From an optimization exercise on the open Yosys and OpenROAD flow, aimed at small area, a short achievable clock period and few clock cycles per item; shortcuts taken in it are not production practice.
Only simulation tests tie the RTL to the original design; equivalence was not proved.
Power is estimated from default activity; no workload was simulated.

v3:
// cpu6_mmu
module cpu6_mmu #(
    parameter int queue_depth = 4
) (
    input logic clock,
    input logic reset,
    input logic [mmu_pkg::page_base_width-1:0] page_base,
    input mmu_pkg::request_t request,
    input logic request_valid,
    output logic request_ready,
    output mmu_pkg::response_t response,
    output logic response_valid,
    input logic response_ready,
    output mmu_pkg::physical_addr_t address_bus,
    output mmu_pkg::data_t data_out,
    input mmu_pkg::data_t data_in,
    output logic write_en
);
    localparam int room = queue_depth + 1;
    logic issue_valid;
    logic issue_load;
    logic issue_write;
    logic [15:0] issue_high;  
    logic [15:0] issue_low;
    logic [15:0] issue_load_high_n;  
    logic [15:0] issue_load_low_n;   
    logic [mmu_pkg::offset_width-1:8] issue_offset_top;
    mmu_pkg::frame_t issue_offset_low;  
    mmu_pkg::data_t issue_data;
    logic lookup_valid;
    logic lookup_write;
    logic [mmu_pkg::offset_width-1:0] lookup_offset;
    mmu_pkg::data_t lookup_data;
    logic [3:0][mmu_pkg::frame_width-1:0] lookup_quarters;
    logic accept;
    logic accept_access;
    logic request_load;
    logic [mmu_pkg::page_index_width-1:0] request_index;
    logic [mmu_pkg::page_index_width-1:0] load_index;
    logic response_taken;
    logic [room-1:0] outstanding;
    mmu_pkg::frame_t frame;
    mmu_pkg::response_t result;
    logic result_valid;
    assign accept = request_valid && request_ready;
    assign request_load = (request.opcode == mmu_pkg::op_load_page);
    assign accept_access = accept && !request_load;
    assign request_index = {page_base, request.payload.address[15:11]};  
    assign load_index = request.payload.load.index;
    assign response_taken = response_valid && response_ready;
  ...
export LEC_CHECK = 0
export CAP_MARGIN = 20
export CORE_MARGIN = 2
export CORE_UTILIZATION = 76
export CTS_CLUSTER_DIAMETER = 90
export CTS_CLUSTER_SIZE = 25
export SETUP_SLACK_MARGIN = 5.0
export SLEW_MARGIN = 20
create_clock -name core_clock -period 8.0 [get_ports {clock}]
standard.sh (not shown) runs the stock make flow with config.mk's settings and CLKGATE_MAP_FILE= SYNTH_SCRIPT=/design/flow/synth_recipe.tcl, a recipe that flattens the netlist after the stock synthesis.
==> flow/flow/run.sh <==
#!/bin/bash
# Standard layout, with the port buffers made from plain buffers (buffer_ports
# otherwise picks a delay buffer, which slows every input and output path).
set -euo pipefail
export BUFFER_PORTS_ARGS="-buffer_cell sky130_fd_sc_hd__buf_2"
bash standard.sh finish > make_flow.log 2>&1
Testbench counts of v3, summed over its fixed seeds: cycles 20,031, responses 18,164.
### v3 -> v31
- CORE_UTILIZATION changed from 76 to 62
--- outcome ---
request_ready as the endpoint of the worst setup timing path was reported by v3, and response_valid by v31. The lower overall power of v31 and v3 is in v3. Looking at number of cell instances on the worst register-to-register path, v31 sits 1 below v3. Net switching power deteriorates in v31 relative to v3. Any difference in proportion of cell area occupied by multi-input gates between v3 and v31 is small enough to ignore. Flip-flop and latch count of v3 is on par with v31. Worst setup slack was lower in v31 than in v3. In v31, total routed wirelength is higher than in v3. Re area overhead of the layout relative to synthesis: v31 is 0.50 points up on v3. Per the comparison of v31 with v3, logic gate share of total power closely matched the old numbers; cell area increased by 0.48% relative to the old numbers.
Relative to v31, the following input files were edited for v39:
- CORE_UTILIZATION changed from 62 to 70
- v31 and v39 ended up with nearly the same via count.
- v39 vs. v31: maximum frequency now larger; worst slack at placement now larger.
- Compared to v31, v39 has total placed instance area about 0.4% lower.
- The run with more routed wire is v31, not v39.
- Est. power | v39 vs v31 | v39 lower
- Comparing the two runs side by side, v39 comes out ahead of v31 on first-pass GRT wire length.
- Summary of the comparison: share of the cycle needed by the critical path after routing is lower in v39, relative to v31.
- v39 vs v31: measured slew at the worst slew-check pin down
The following lists how v29 was set up differently from v39:
- CORE_UTILIZATION now 62, was 70
- CTS_CLUSTER_DIAMETER now 100, was 90
- CTS_CLUSTER_SIZE now 20, was 25
Results
- v29 finished every stage and its layout cleared the timing, design-rule and antenna checks.
- Switching power as a share of total power for v29 is higher than for v39.
- From v39 to v29, count of endpoints failing hold in the final timing report did not move at all.
- Sort v39 and v29 by maximum frequency asc -> top: v29
- Changes observed in v29 relative to v39: maximum level of the CTS H-tree now larger, core utilization of the finished layout now smaller, setup slack now smaller, routed length on met2 now larger, clock sink count comparable.
- Of v39 and v29, the run reporting the higher buffer count excluding the clock tree in the final layout was v29.
- Of the two values seen for startpoint of the worst setup timing path, u_bus.data_out[5] was produced by v39 and issue_low[10] by v29.
- Comparing v39 and v29, the lower fraction of area in clock buffers and inverters is on v39.
- | combined global-route utilization of all metal layers | v29 vs v39 | 2.0 points lower |

========
The RTL this note starts from:
==> flow/design.v <==
`default_nettype none
package mmu_pkg;
    localparam int page_base_width = 3;
    localparam int page_index_width = 8;
    localparam int offset_width = 11;
    localparam int logical_width = 16;
    localparam int physical_width = 19;
    localparam int frame_width = 8;
    localparam int data_width = 8;
    localparam int table_entries = 1 << page_index_width;
    typedef logic [logical_width-1:0] logical_addr_t;
    typedef logic [physical_width-1:0] physical_addr_t;
    typedef logic [frame_width-1:0] frame_t;  
    typedef logic [data_width-1:0] data_t;
    typedef enum logic [1:0] {
        op_read = 2'b00,
        op_write = 2'b01,
        op_load_page = 2'b10
    } opcode_t;
    typedef struct packed {
        logic [page_index_width-1:0] index;
        frame_t frame;
    } page_load_t;
    typedef union packed {
        logical_addr_t address;
        page_load_t load;
    } request_payload_u;
    typedef struct packed {
        opcode_t opcode;
        request_payload_u payload;
        data_t write_data;  
    } request_t;
    typedef struct packed {
        data_t read_data;
        logic write;
        logic bad_page;
    } response_t;
endpackage
`default_nettype wire
`default_nettype none
module page_translator (
    input logic clock,
    input logic reset,
    input logic [15:0] index_high,  
    input logic [3:0][15:0] index_quarter_low,  
    input logic [15:0] load_high_n,  
    input logic [15:0] load_low_n,   
    input mmu_pkg::frame_t frame_in,
    output logic [3:0][mmu_pkg::frame_width-1:0] quarters  
);
    localparam int table_entries = mmu_pkg::table_entries;
    logic [table_entries-1:0][mmu_pkg::frame_width-1:0] page_table;
    logic [table_entries-1:0] select;
    logic [table_entries-1:0] write_enable;
    logic [3:0][mmu_pkg::frame_width-1:0] quarter_select;
    always_comb begin
        for (int i = 0; i < table_entries; i++) begin
            select[i] = index_high[i / 16] && index_quarter_low[i / 64][i % 16];
        end
    end
    always_comb begin
        for (int i = 0; i < table_entries; i++) begin
            write_enable[i] = !(load_high_n[i / 16] || load_low_n[i % 16]);
        end
    end
    always_comb begin
        quarter_select = '0;
        for (int i = 0; i < table_entries; i++) begin
            quarter_select[i / 64] = quarter_select[i / 64]
                | (page_table[i] & {mmu_pkg::frame_width{select[i]}});
        end
    end
    always_ff @(posedge clock) begin
        for (int i = 0; i < table_entries; i++) begin
            if (write_enable[i]) begin
                page_table[i] <= frame_in;
            end
        end
        quarters <= quarter_select;
    end
endmodule
`default_nettype wire
`default_nettype none
module op_queue #(
    parameter int depth = 4
) (
    input logic clock,
    input logic reset,
    input mmu_pkg::response_t in_data,
    input logic in_valid,
    output mmu_pkg::response_t response,
    output logic response_valid,
    input logic response_ready
);
    localparam int pointer_width = $clog2(depth);
    logic [depth-1:0][mmu_pkg::data_width+1:0] entries;
    logic [pointer_width-1:0] write_ptr;
    logic [pointer_width-1:0] read_ptr;
    logic [pointer_width:0] count;
    logic pop;
    logic advance;       
    logic from_queue;    
    logic push;          
    assign pop = response_valid && response_ready;
    assign advance = !response_valid || pop;
    assign from_queue = (count != '0);
    assign push = in_valid && !(advance && !from_queue);
    always_ff @(posedge clock or posedge reset) begin
        if (reset) begin
            response_valid <= 1'b0;
            count <= '0;
            write_ptr <= '0;
            read_ptr <= '0;
        end else begin
            if (advance) begin
                response_valid <= from_queue || in_valid;
            end
            if (push) begin
                write_ptr <= write_ptr + 1'b1;
            end
            if (advance && from_queue) begin
                read_ptr <= read_ptr + 1'b1;
            end
            count <= count + {{pointer_width{1'b0}}, push}
                - {{pointer_width{1'b0}}, advance && from_queue};
        end
    end
    always_ff @(posedge clock) begin
        if (advance) begin
            response <= from_queue ? entries[read_ptr] : in_data;
        end
        for (int i = 0; i < depth; i++) begin
            if (push && write_ptr == pointer_width'(i)) begin
                entries[i] <= in_data;
            end
        end
    end
endmodule
`default_nettype wire
`default_nettype none
module bus_cycle_unit (
    input logic clock,
    input logic reset,
    input logic issue,           
    input logic issue_write,
    input mmu_pkg::physical_addr_t issue_address,
    input mmu_pkg::data_t issue_data,
    output mmu_pkg::physical_addr_t address_bus,
    output mmu_pkg::data_t data_out,
    input mmu_pkg::data_t data_in,
    output logic write_en,
    output mmu_pkg::response_t result,
    output logic result_valid
);
    logic busy;            
    logic bus_write;       
    logic use_latch;       
    logic bad_page;
    always_ff @(posedge clock or posedge reset) begin
        if (reset) begin
            busy <= 1'b0;
            write_en <= 1'b0;
            data_out <= '0;
        end else begin
            busy <= issue;
            write_en <= issue && issue_write;
            if (issue && issue_write) begin
                data_out <= issue_data;
            end
        end
    end
    always_ff @(posedge clock) begin
        address_bus <= issue_address;
        bus_write <= issue_write;
        use_latch <= issue_write || (issue_address[18:8] == '0);
        bad_page <= (&issue_address[18:13]) && issue_address[11];
    end
    assign result_valid = busy;
    assign result.read_data = use_latch ? data_out : data_in;
    assign result.write = bus_write;
    assign result.bad_page = bad_page;
endmodule
`default_nettype wire
`default_nettype none
module cpu6_mmu #(
    parameter int queue_depth = 4
) (
    input logic clock,
    input logic reset,
    input logic [mmu_pkg::page_base_width-1:0] page_base,
    input mmu_pkg::request_t request,
    input logic request_valid,
    output logic request_ready,
    output mmu_pkg::response_t response,
    output logic response_valid,
    input logic response_ready,
    output mmu_pkg::physical_addr_t address_bus,
    output mmu_pkg::data_t data_out,
    input mmu_pkg::data_t data_in,
    output logic write_en
);
    localparam int room = queue_depth + 1;
    logic issue_valid;
    logic issue_load;
    logic issue_write;
    logic [15:0] issue_high;
    logic [3:0][15:0] issue_quarter_low;
    logic [15:0] issue_load_high_n;  
    logic [15:0] issue_load_low_n;   
    logic [mmu_pkg::offset_width-1:8] issue_offset_top;
    mmu_pkg::frame_t issue_offset_low;  
    mmu_pkg::data_t issue_data;
    logic lookup_valid;
    logic lookup_write;
    logic [mmu_pkg::offset_width-1:0] lookup_offset;
    mmu_pkg::data_t lookup_data;
    logic [3:0][mmu_pkg::frame_width-1:0] lookup_quarters;
    logic accept;
    logic accept_access;
    logic request_load;
    logic [mmu_pkg::page_index_width-1:0] request_index;
    logic [mmu_pkg::page_index_width-1:0] load_index;
    logic response_taken;
    logic [room-1:0] outstanding;
    mmu_pkg::frame_t frame;
    mmu_pkg::response_t result;
    logic result_valid;
    assign accept = request_valid && request_ready;
    assign request_load = (request.opcode == mmu_pkg::op_load_page);
    assign accept_access = accept && !request_load;
    assign request_index = {page_base, request.payload.address[15:11]};  
    assign load_index = request.payload.load.index;
    assign response_taken = response_valid && response_ready;
    always_ff @(posedge clock or posedge reset) begin
        if (reset) begin
            outstanding <= '0;
            request_ready <= 1'b0;  
            issue_valid <= 1'b0;
            lookup_valid <= 1'b0;
            issue_load_high_n <= '0;
            issue_load_low_n <= '0;
            issue_offset_low <= '0;
        end else begin
            if (accept_access && !response_taken) begin
                outstanding <= {outstanding[room-2:0], 1'b1};
            end else if (response_taken && !accept_access) begin
                outstanding <= {1'b0, outstanding[room-1:1]};
            end
            request_ready <= !(outstanding[room-1] && !response_taken)
                && !(outstanding[room-2] && accept_access && !response_taken);
            for (int i = 0; i < 16; i++) begin
                issue_load_high_n[i] <= !(accept && request_load && load_index[7:4] == 4'(i));
                issue_load_low_n[i] <= (load_index[3:0] != 4'(i));
            end
            issue_offset_low <= request.payload.address[7:0];
            issue_valid <= accept;
            lookup_valid <= issue_valid && !issue_load;
        end
    end
    always_ff @(posedge clock) begin
        issue_load <= request_load;
        issue_write <= (request.opcode == mmu_pkg::op_write);
        for (int i = 0; i < 16; i++) begin
            issue_high[i] <= (request_index[7:4] == 4'(i));
            for (int q = 0; q < 4; q++) begin
                issue_quarter_low[q][i] <= (request_index[3:0] == 4'(i))
                    && (request_index[7:6] == 2'(q));
            end
        end
        issue_offset_top <= request.payload.address[10:8];
        issue_data <= request.write_data;
        lookup_write <= issue_write;
        lookup_offset <= {issue_offset_top, issue_offset_low};
        lookup_data <= issue_data;
    end
    page_translator u_translator (
        .clock(clock),
        .reset(reset),
        .index_high(issue_high),
        .index_quarter_low(issue_quarter_low),
        .load_high_n(issue_load_high_n),
        .load_low_n(issue_load_low_n),
        .frame_in(issue_offset_low),
        .quarters(lookup_quarters)
    );
    assign frame = lookup_quarters[0] | lookup_quarters[1] | lookup_quarters[2]
        | lookup_quarters[3];
    bus_cycle_unit u_bus (
        .clock(clock),
        .reset(reset),
        .issue(lookup_valid),
        .issue_write(lookup_write),
        .issue_address({frame, lookup_offset}),
        .issue_data(lookup_data),
        .address_bus(address_bus),
        .data_out(data_out),
        .data_in(data_in),
        .write_en(write_en),
        .result(result),
        .result_valid(result_valid)
    );
    op_queue #(
        .depth(queue_depth)
    ) u_queue (
        .clock(clock),
        .reset(reset),
        .in_data(result),
        .in_valid(result_valid),
        .response(response),
        .response_valid(response_valid),
        .response_ready(response_ready)
    );
endmodule
`default_nettype wire
clock: 8.0 ns
lec_check: 0
cap_margin: 20
core_margin: 2
core_utilization: 70
cts_cluster_diameter: 90
cts_cluster_size: 25
setup_slack_margin: 5.0
slew_margin: 20
Scripts as last shown in full above: flow/flow/run.sh
Testbench counts at the start, summed over its fixed seeds: cycles 20,031, responses 18,164.
Then changed:
CORE_UTILIZATION = 62   (was 70)
Routed wire length rises by a few percent.
Synthesized cell count is unchanged.
Total power goes up slightly.
Cell area increases slightly.
Core utilization decreases by 8.3 points.
Synthesized area stays the same.
Global-route usage is lower by 3.0 points.
Via count fell slightly.

[separate check: timing with driven ports]
The results above use ideal ports. As a check the final layouts listed here were re-extracted and re-timed, cells and wires unchanged. Step 1 (the two cells are an assumption about what drives the block):
set clk [get_ports {clock}]
set_driving_cell -lib_cell sky130_fd_sc_hd__clkbuf_16 $clk
set_driving_cell -lib_cell sky130_fd_sc_hd__buf_2 [delete_from_list [all_inputs] $clk]
Step 2, shift: input delay + t, output delay - t, t = (earliest + latest rising clock arrival at the registers) / 2. This alone moves slack from input paths to output paths. a / b / c = ideal / step 1 / step 2; a / b = the first two.
run | t (ns) | setup slack, ns | worst setup path at the end | worst slew at a driven data input, ns | cell pins on the clock port's net
v3 | 0.794 | 5.097 / 5.021 / 4.722 | input to register | 0.14 | 1
v31 | 0.831 | 5.081 / 5.002 / 4.721 | input to register | 0.15 | 1
v39 | 0.810 | 5.121 / 5.039 / 4.748 | input to register | 0.15 | 1
v29 | 0.867 | 5.058 / 4.972 / 4.715 | input to register | 0.15 | 1
the first run of note 2 | 0.821 | 5.059 / 4.975 / 4.721 | input to register | 0.12 | 1
the second run of note 2 | 0.815 | 5.021 / 4.945 / 4.714 | input to register | 0.16 | 1
After both steps every run listed still meets setup and hold. The setup slack of v3, which loses most, moves by -0.076 ns with the drivers and by -0.375 ns with both steps.
